This is an optimization exercise on Yosys and OpenROAD, whose aim is small area and a short achievable clock period, not a production implementation.
RTL that was checked went through simulation tests only; none was proved equivalent to the original.

==> inputs of 08-16 <==
// inv_sqrt_unit
module inv_sqrt_unit #(
	parameter logic [9:0] PIPE = 10'b1111111111
) (
	input  logic clk,
	input  logic reset,
	input  logic in_valid,
	input  fp_pkg::int_t in_value,
	output logic out_valid,
	output fp_pkg::fp_t  out_fp,
	output fp_pkg::int_t out_fixed
);
Settings: LEC_CHECK=0, CAP_MARGIN=20, CORE_MARGIN=2, CORE_UTILIZATION=40, SLEW_MARGIN=20, SYNTH_HIERARCHICAL=1, SYNTH_MINIMUM_KEEP_SIZE=0; clock period 9.5 ns.
standard.sh (not shown) runs the stock make flow with config.mk's settings and CLKGATE_MAP_FILE= SYNTH_SCRIPT=/design/flow/synth_recipe.tcl, a recipe that flattens the netlist after the stock synthesis.
==> flow/flow/run.sh <==
#!/bin/bash
set -euo pipefail
export SETUP_SLACK_MARGIN=6.3
bash standard.sh > standard.log 2>&1
==> 12-19 (differences from 08-16) <==
--- a/flow/design.v
+++ b/flow/design.v
@@ -8,18 +8,18 @@
 	typedef logic [FP_WIDTH-1:0] fp_t;
 	typedef logic [INT_WIDTH-1:0] int_t;
 endpackage
 `default_nettype wire
 `timescale 1ns/10ps
 `default_nettype none
 module isq_square_tree (
 	input  logic [15:0] u,
-	output logic [35:10] ra,
-	output logic [35:10] rb,
+	output logic [35:13] ra,
+	output logic [35:13] rb,
 	output logic ci
 );
 	logic w0;
 	assign w0 = u[0] & u[1];
 	logic w1;
 	assign w1 = u[0] & u[2];
 	logic w2;
 	assign w2 = u[0] & u[3];
@@ -493,32 +493,32 @@
 	logic s236, c236;
 	csa_fa u_fa237 (.a(c185), .b(s209), .c(c208), .s(s236), .co(c236));
 	logic s237, c237;
 	csa_fa u_fa238 (.a(w117), .b(c209), .c(s210), .s(s237), .co(c237));
 	logic s238, c238;
 	csa_fa u_fa239 (.a(u[12]), .b(w118), .c(c210), .s(s238), .co(c238));
 	logic s239, c239;
 	csa_fa u_fa240 (.a(u[13]), .b(u[15]), .c(w119), .s(s239), .co(c239));
-	logic [9:0] lo_a, lo_b;
-	logic [10:0] lo_sum;
-	assign ra = {1'b0, 1'b1, c239, c238, c237, c236, c235, c234, c233, c232, c231, c230, c229, c228, c227, c226, c225, c224, c223, c222, c221, c220, c219, c218, c217, c216};
-	assign rb = {1'b0, u[15], u[14], s239, s238, s237, s236, s235, s234, s233, s232, s231, s230, s229, s228, s227, s226, s225, s224, s223, s222, s221, s220, s219, s218, s217};
-	assign lo_a = {c215, c214, c213, c212, c211, s211, u[0], 1'b0, 1'b0, 1'b1};
-	assign lo_b = {s216, s215, s214, s213, s212, w0, u[1], 1'b0, 1'b0, 1'b0};
+	logic [12:0] lo_a, lo_b;
+	logic [13:0] lo_sum;
+	assign ra = {1'b0, 1'b1, c239, c238, c237, c236, c235, c234, c233, c232, c231, c230, c229, c228, c227, c226, c225, c224, c223, c222, c221, c220, c219};
+	assign rb = {1'b0, u[15], u[14], s239, s238, s237, s236, s235, s234, s233, s232, s231, s230, s229, s228, s227, s226, s225, s224, s223, s222, s221, s220};
+	assign lo_a = {c218, c217, c216, c215, c214, c213, c212, c211, s211, u[0], 1'b0, 1'b0, 1'b1};
+	assign lo_b = {s219, s218, s217, s216, s215, s214, s213, s212, w0, u[1], 1'b0, 1'b0, 1'b0};
 	assign lo_sum = {1'b0, lo_a} + {1'b0, lo_b};
-	assign ci = lo_sum[10];
+	assign ci = lo_sum[13];
 endmodule
 module isq_xmul_tree (
 	input  logic [16:0] s,
 	input  logic [7:0] one,
 	input  logic [7:0] two,
 	input  logic [6:0] neg,
-	output logic [33:8] ra,
-	output logic [33:8] rb,
+	output logic [33:11] ra,
+	output logic [33:11] rb,
 	output logic ci
 );
 	logic w0;
 	assign w0 = ((one[0] & s[0])) ^ neg[0];
 	logic w1;
 	assign w1 = ((one[0] & s[1]) | (two[0] & s[0])) ^ neg[0];
 	logic w2;
 	assign w2 = ((one[0] & s[2]) | (two[0] & s[1])) ^ neg[0];
@@ -1131,32 +1131,32 @@
 	csa_fa u_fa304 (.a(c244), .b(s272), .c(c271), .s(s303), .co(c303));
 	logic s304, c304;
 	csa_fa u_fa305 (.a(c245), .b(s273), .c(c272), .s(s304), .co(c304));
 	logic s305, c305;
 	csa_fa u_fa306 (.a(w158), .b(s274), .c(c273), .s(s305), .co(c305));
 	logic s306, c306;
 	assign s306 = ~c274;
 	assign c306 = c274;
-	logic [7:0] lo_a, lo_b;
-	logic [8:0] lo_sum;
-	assign ra = {c305, c304, c303, c302, c301, c300, c299, c298, c297, c296, c295, c294, c293, c292, c291, c290, c289, c288, c287, c286, c285, c284, c283, c282, c281, c280};
-	assign rb = {s306, s305, s304, s303, s302, s301, s300, s299, s298, s297, s296, s295, s294, s293, s292, s291, s290, s289, s288, s287, s286, s285, s284, s283, s282, s281};
-	assign lo_a = {c279, c278, c277, c276, c275, s275, w1, neg[0]};
-	assign lo_b = {s280, s279, s278, s277, s276, w20, 1'b0, w0};
+	logic [10:0] lo_a, lo_b;
+	logic [11:0] lo_sum;
+	assign ra = {c305, c304, c303, c302, c301, c300, c299, c298, c297, c296, c295, c294, c293, c292, c291, c290, c289, c288, c287, c286, c285, c284, c283};
+	assign rb = {s306, s305, s304, s303, s302, s301, s300, s299, s298, s297, s296, s295, s294, s293, s292, s291, s290, s289, s288, s287, s286, s285, s284};
+	assign lo_a = {c282, c281, c280, c279, c278, c277, c276, c275, s275, w1, neg[0]};
+	assign lo_b = {s283, s282, s281, s280, s279, s278, s277, s276, w20, 1'b0, w0};
 	assign lo_sum = {1'b0, lo_a} + {1'b0, lo_b};
-	assign ci = lo_sum[8];
+	assign ci = lo_sum[11];
 endmodule
 module isq_ymul_tree (
 	input  logic [15:0] u,
 	input  logic [7:0] one,
 	input  logic [7:0] two,
 	input  logic [7:0] neg,
-	output logic [36:9] ra,
-	output logic [36:9] rb,
+	output logic [36:12] ra,
+	output logic [36:12] rb,
 	output logic ci
 );
 	logic w0;
 	assign w0 = (one[0]) ^ neg[0];
 	logic w1;
 	assign w1 = ((one[0] & u[0]) | two[0]) ^ neg[0];
 	logic w2;
 	assign w2 = ((one[0] & u[1]) | (two[0] & u[0])) ^ neg[0];
@@ -1773,24 +1773,24 @@
 	csa_fa u_fa306 (.a(c246), .b(s274), .c(c273), .s(s305), .co(c305));
 	logic s306, c306;
 	csa_fa u_fa307 (.a(w158), .b(s275), .c(c274), .s(s306), .co(c306));
 	logic s307, c307;
 	csa_fa u_fa308 (.a(u[14]), .b(w159), .c(c275), .s(s307), .co(c307));
 	logic s308, c308;
 	assign s308 = ~u[15];
 	assign c308 = u[15];
-	logic [8:0] lo_a, lo_b;
-	logic [9:0] lo_sum;
-	assign ra = {1'b0, c308, c307, c306, c305, c304, c303, c302, c301, c300, c299, c298, c297, c296, c295, c294, c293, c292, c291, c290, c289, c288, c287, c286, c285, c284, c283, c282};
-	assign rb = {1'b0, 1'b0, s308, s307, s306, s305, s304, s303, s302, s301, s300, s299, s298, s297, s296, s295, s294, s293, s292, s291, s290, s289, s288, s287, s286, s285, s284, s283};
-	assign lo_a = {c281, c280, c279, c278, c277, c276, s276, w1, neg[0]};
-	assign lo_b = {s282, s281, s280, s279, s278, s277, w20, 1'b0, w0};
+	logic [11:0] lo_a, lo_b;
+	logic [12:0] lo_sum;
+	assign ra = {1'b0, c308, c307, c306, c305, c304, c303, c302, c301, c300, c299, c298, c297, c296, c295, c294, c293, c292, c291, c290, c289, c288, c287, c286, c285};
+	assign rb = {1'b0, 1'b0, s308, s307, s306, s305, s304, s303, s302, s301, s300, s299, s298, s297, s296, s295, s294, s293, s292, s291, s290, s289, s288, s287, s286};
+	assign lo_a = {c284, c283, c282, c281, c280, c279, c278, c277, c276, s276, w1, neg[0]};
+	assign lo_b = {s285, s284, s283, s282, s281, s280, s279, s278, s277, w20, 1'b0, w0};
 	assign lo_sum = {1'b0, lo_a} + {1'b0, lo_b};
-	assign ci = lo_sum[9];
+	assign ci = lo_sum[12];
 endmodule
 module csa_fa (
 	input  logic a,
 	input  logic b,
 	input  logic c,
 	output logic s,
 	output logic co
 );
@@ -1864,28 +1864,28 @@
 	assign a_z0 = (~a_b1 & ~e0 & ~a_t1) | (a_b1 & e0);
 	assign a_zn = a_b1 & ~e0;
 	logic [15:0] b_u;
 	logic [3:0]  b_c;
 	logic        b_t1, b_z0, b_zn;
 	pipe_reg #(.W(16+4+3), .EN(PIPE[2])) u_c2 (.clk(clk),
 		.d({a_u, a_c, a_t1, a_z0, a_zn}),
 		.q({b_u, b_c, b_t1, b_z0, b_zn}));
-	logic [35:10] b_ra, b_rb;
+	logic [35:13] b_ra, b_rb;
 	logic         b_ci;
 	isq_square_tree u_square (.u(b_u), .ra(b_ra), .rb(b_rb), .ci(b_ci));
-	logic [35:10] c_ra, c_rb;
+	logic [35:13] c_ra, c_rb;
 	logic         c_ci;
 	logic [15:0]  c_u;
 	logic [3:0]   c_c;
 	logic         c_t1, c_z0, c_zn;
-	pipe_reg #(.W(26+26+1+16+4+3), .EN(PIPE[3])) u_c3 (.clk(clk),
+	pipe_reg #(.W(23+23+1+16+4+3), .EN(PIPE[3])) u_c3 (.clk(clk),
 		.d({b_ra, b_rb, b_ci, b_u, b_c, b_t1, b_z0, b_zn}),
 		.q({c_ra, c_rb, c_ci, c_u, c_c, c_t1, c_z0, c_zn}));
-	logic [35:9] c_p1;
+	logic [35:12] c_p1;
 	logic [16:0]  c_ysq;
 	assign c_p1 = {c_ra, 1'b1} + {c_rb, c_ci};
 	assign c_ysq = c_t1 ? c_p1[34:18] : c_p1[33:17];
 	logic [15:0]  c_sub;
 	logic [14:0]  c_m;
 	assign c_sub = 16'd28339 - c_u;
 	assign c_m = c_sub[14:0];
 	logic [16:-1] c_mb;
@@ -1906,29 +1906,29 @@
 	logic [7:0]  d_mone, d_mtwo;
 	logic [6:0]  d_mneg;
 	logic [16:0] d_ysq;
 	logic [3:0]  d_c;
 	logic        d_z0, d_zn;
 	pipe_reg #(.W(16+23+17+4+2), .EN(PIPE[4])) u_c4 (.clk(clk),
 		.d({c_u, c_mone, c_mtwo, c_mneg, c_ysq, c_c, c_z0, c_zn}),
 		.q({d_u, d_mone, d_mtwo, d_mneg, d_ysq, d_c, d_z0, d_zn}));
-	logic [33:8] d_ra, d_rb;
+	logic [33:11] d_ra, d_rb;
 	logic         d_ci;
 	isq_xmul_tree u_xmul (.s(d_ysq), .one(d_mone), .two(d_mtwo), .neg(d_mneg),
 		.ra(d_ra), .rb(d_rb), .ci(d_ci));
-	logic [33:8] e_ra, e_rb;
+	logic [33:11] e_ra, e_rb;
 	logic         e_ci;
 	logic [15:0]  e_u;
 	logic [3:0]   e_c;
 	logic         e_z0, e_zn;
-	pipe_reg #(.W(26+26+1+16+4+2), .EN(PIPE[5])) u_c5 (.clk(clk),
+	pipe_reg #(.W(23+23+1+16+4+2), .EN(PIPE[5])) u_c5 (.clk(clk),
 		.d({d_ra, d_rb, d_ci, d_u, d_c, d_z0, d_zn}),
 		.q({e_ra, e_rb, e_ci, e_u, e_c, e_z0, e_zn}));
-	logic [33:7] e_q;
+	logic [33:10] e_q;
 	logic         e_t2;
 	logic [16:0]  e_xs;
 	logic         e_d2;
 	assign e_q = {e_ra, 1'b1} + {e_rb, e_ci};
 	assign e_t2 = e_q[33];
 	assign e_xs = e_t2 ? e_q[32:16] : e_q[31:15];
 	assign e_d2 = (e_z0 & ~e_t2) | (e_zn & e_t2);
 	logic [15:0] f_u;
@@ -1954,27 +1954,27 @@
 		end
 	end
 	logic [15:0] g_u;
 	logic [7:0]  g_done, g_dtwo, g_dneg;
 	logic [3:0]  g_c;
 	pipe_reg #(.W(16+24+4), .EN(PIPE[7])) u_c7 (.clk(clk),
 		.d({f_u, f_done, f_dtwo, f_dneg, f_c}),
 		.q({g_u, g_done, g_dtwo, g_dneg, g_c}));
-	logic [36:9] g_ra, g_rb;
+	logic [36:12] g_ra, g_rb;
 	logic         g_ci;
 	isq_ymul_tree u_ymul (.u(g_u), .one(g_done), .two(g_dtwo), .neg(g_dneg),
 		.ra(g_ra), .rb(g_rb), .ci(g_ci));
-	logic [36:9] h_ra, h_rb;
+	logic [36:12] h_ra, h_rb;
 	logic         h_ci;
 	logic [3:0]   h_c;
-	pipe_reg #(.W(28+28+1+4), .EN(PIPE[8])) u_c8 (.clk(clk),
+	pipe_reg #(.W(25+25+1+4), .EN(PIPE[8])) u_c8 (.clk(clk),
 		.d({g_ra, g_rb, g_ci, g_c}),
 		.q({h_ra, h_rb, h_ci, h_c}));
-	logic [36:8] h_wf;
+	logic [36:11] h_wf;
 	logic [36:17] h_w;
 	assign h_wf = {h_ra, 1'b1} + {h_rb, h_ci};
 	assign h_w = h_wf[36:17];
 	logic [36:17] i_w;
 	logic [3:0]   i_c;
 	pipe_reg #(.W(20+4), .EN(PIPE[9])) u_c9 (.clk(clk),
 		.d({h_w, h_c}),
 		.q({i_w, i_c}));
Settings changed: CORE_UTILIZATION 40 to 55.
==> comparison <==
12-19 finished clean. 08-16 finished clean.
Synthesized area: 12-19 is lower than 08-16 (1.9%).
First-iteration DRC count: 12-19 is lower than 08-16 (about 11%).
In 12-19 the worst setup slack is worse than in 08-16, by 0.11 ns.
Of 12-19 and 08-16, 12-19 has the higher non-clock buffer count (gap 1).
Fmax: 08-16 is higher than 12-19 (3.4%).
Between 08-16 and 12-19, the lower register-to-register slack is in 12-19 (gap 0.11 ns).
Against 12-19, the synthesized cell count of 08-16 is higher by 1.7%.
==> figures <==
metric	08-16	12-19
Status	complete, no violations	complete, no violations
Fillcell total	7523	4890
Number of combinational gates with multiple inputs	2064	2053
Fmax	320 MHz	309 MHz
Effective utilization at floorplan	40.4%	55.4%
Num sequential	482	464
Detailed placer's ending HPWL	49500 µm	48100 µm
Mapped Avg Cell Area	10.9 µm²	10.8 µm²
GRT met2 Usage	28.4%	38.7%
Post-Layout Inst Area	34100 µm²	33100 µm²
Setup slack on the worst flop-to-flop path	6.37 ns	6.27 ns
All-Layer GR Usage	16.7%	22.9%
Share of cell area taken by multi-input logic gates	59.1%	60.4%
Final instance count without filler cells	3855	3520
Met3 WL	3510 µm	3670 µm
Initial antenna violation count	1	0
Number of clock-tree buffers in the layout	60	67
No functional check of the RTL was part of 08-16.

-- separate check: timing with driven ports --
The flow's constraints put no driver on any port. The routed layouts listed below were extracted and timed again, unchanged, in two steps.
Step 1 assumes that a clkbuf_16 drives the clock port and a buf_2 every other input.
Step 2 moves the port delays by t, midway between the first and last clock arrival at a register: inputs arrive t later, outputs are due t later. That takes back most of the time a late clock gives input paths.
Slacks: ideal ports / drivers / drivers and shift; pairs: ideal ports / drivers.
run	shift t [ns]	setup slack, ns	worst hold slack (ns)	latest minus earliest clock arrival (ns)	worst register clock-pin slew, ns
08-16	0.671	6.372 / 6.322 / 6.372	0.316 / 0.316 / 0.316	0.032 / 0.031	0.07 / 0.07
12-19	0.659	6.266 / 6.266 / 6.266	0.318 / 0.318 / 0.318	0.030 / 0.030	0.06 / 0.06
After both steps setup and hold are still met in every run listed.
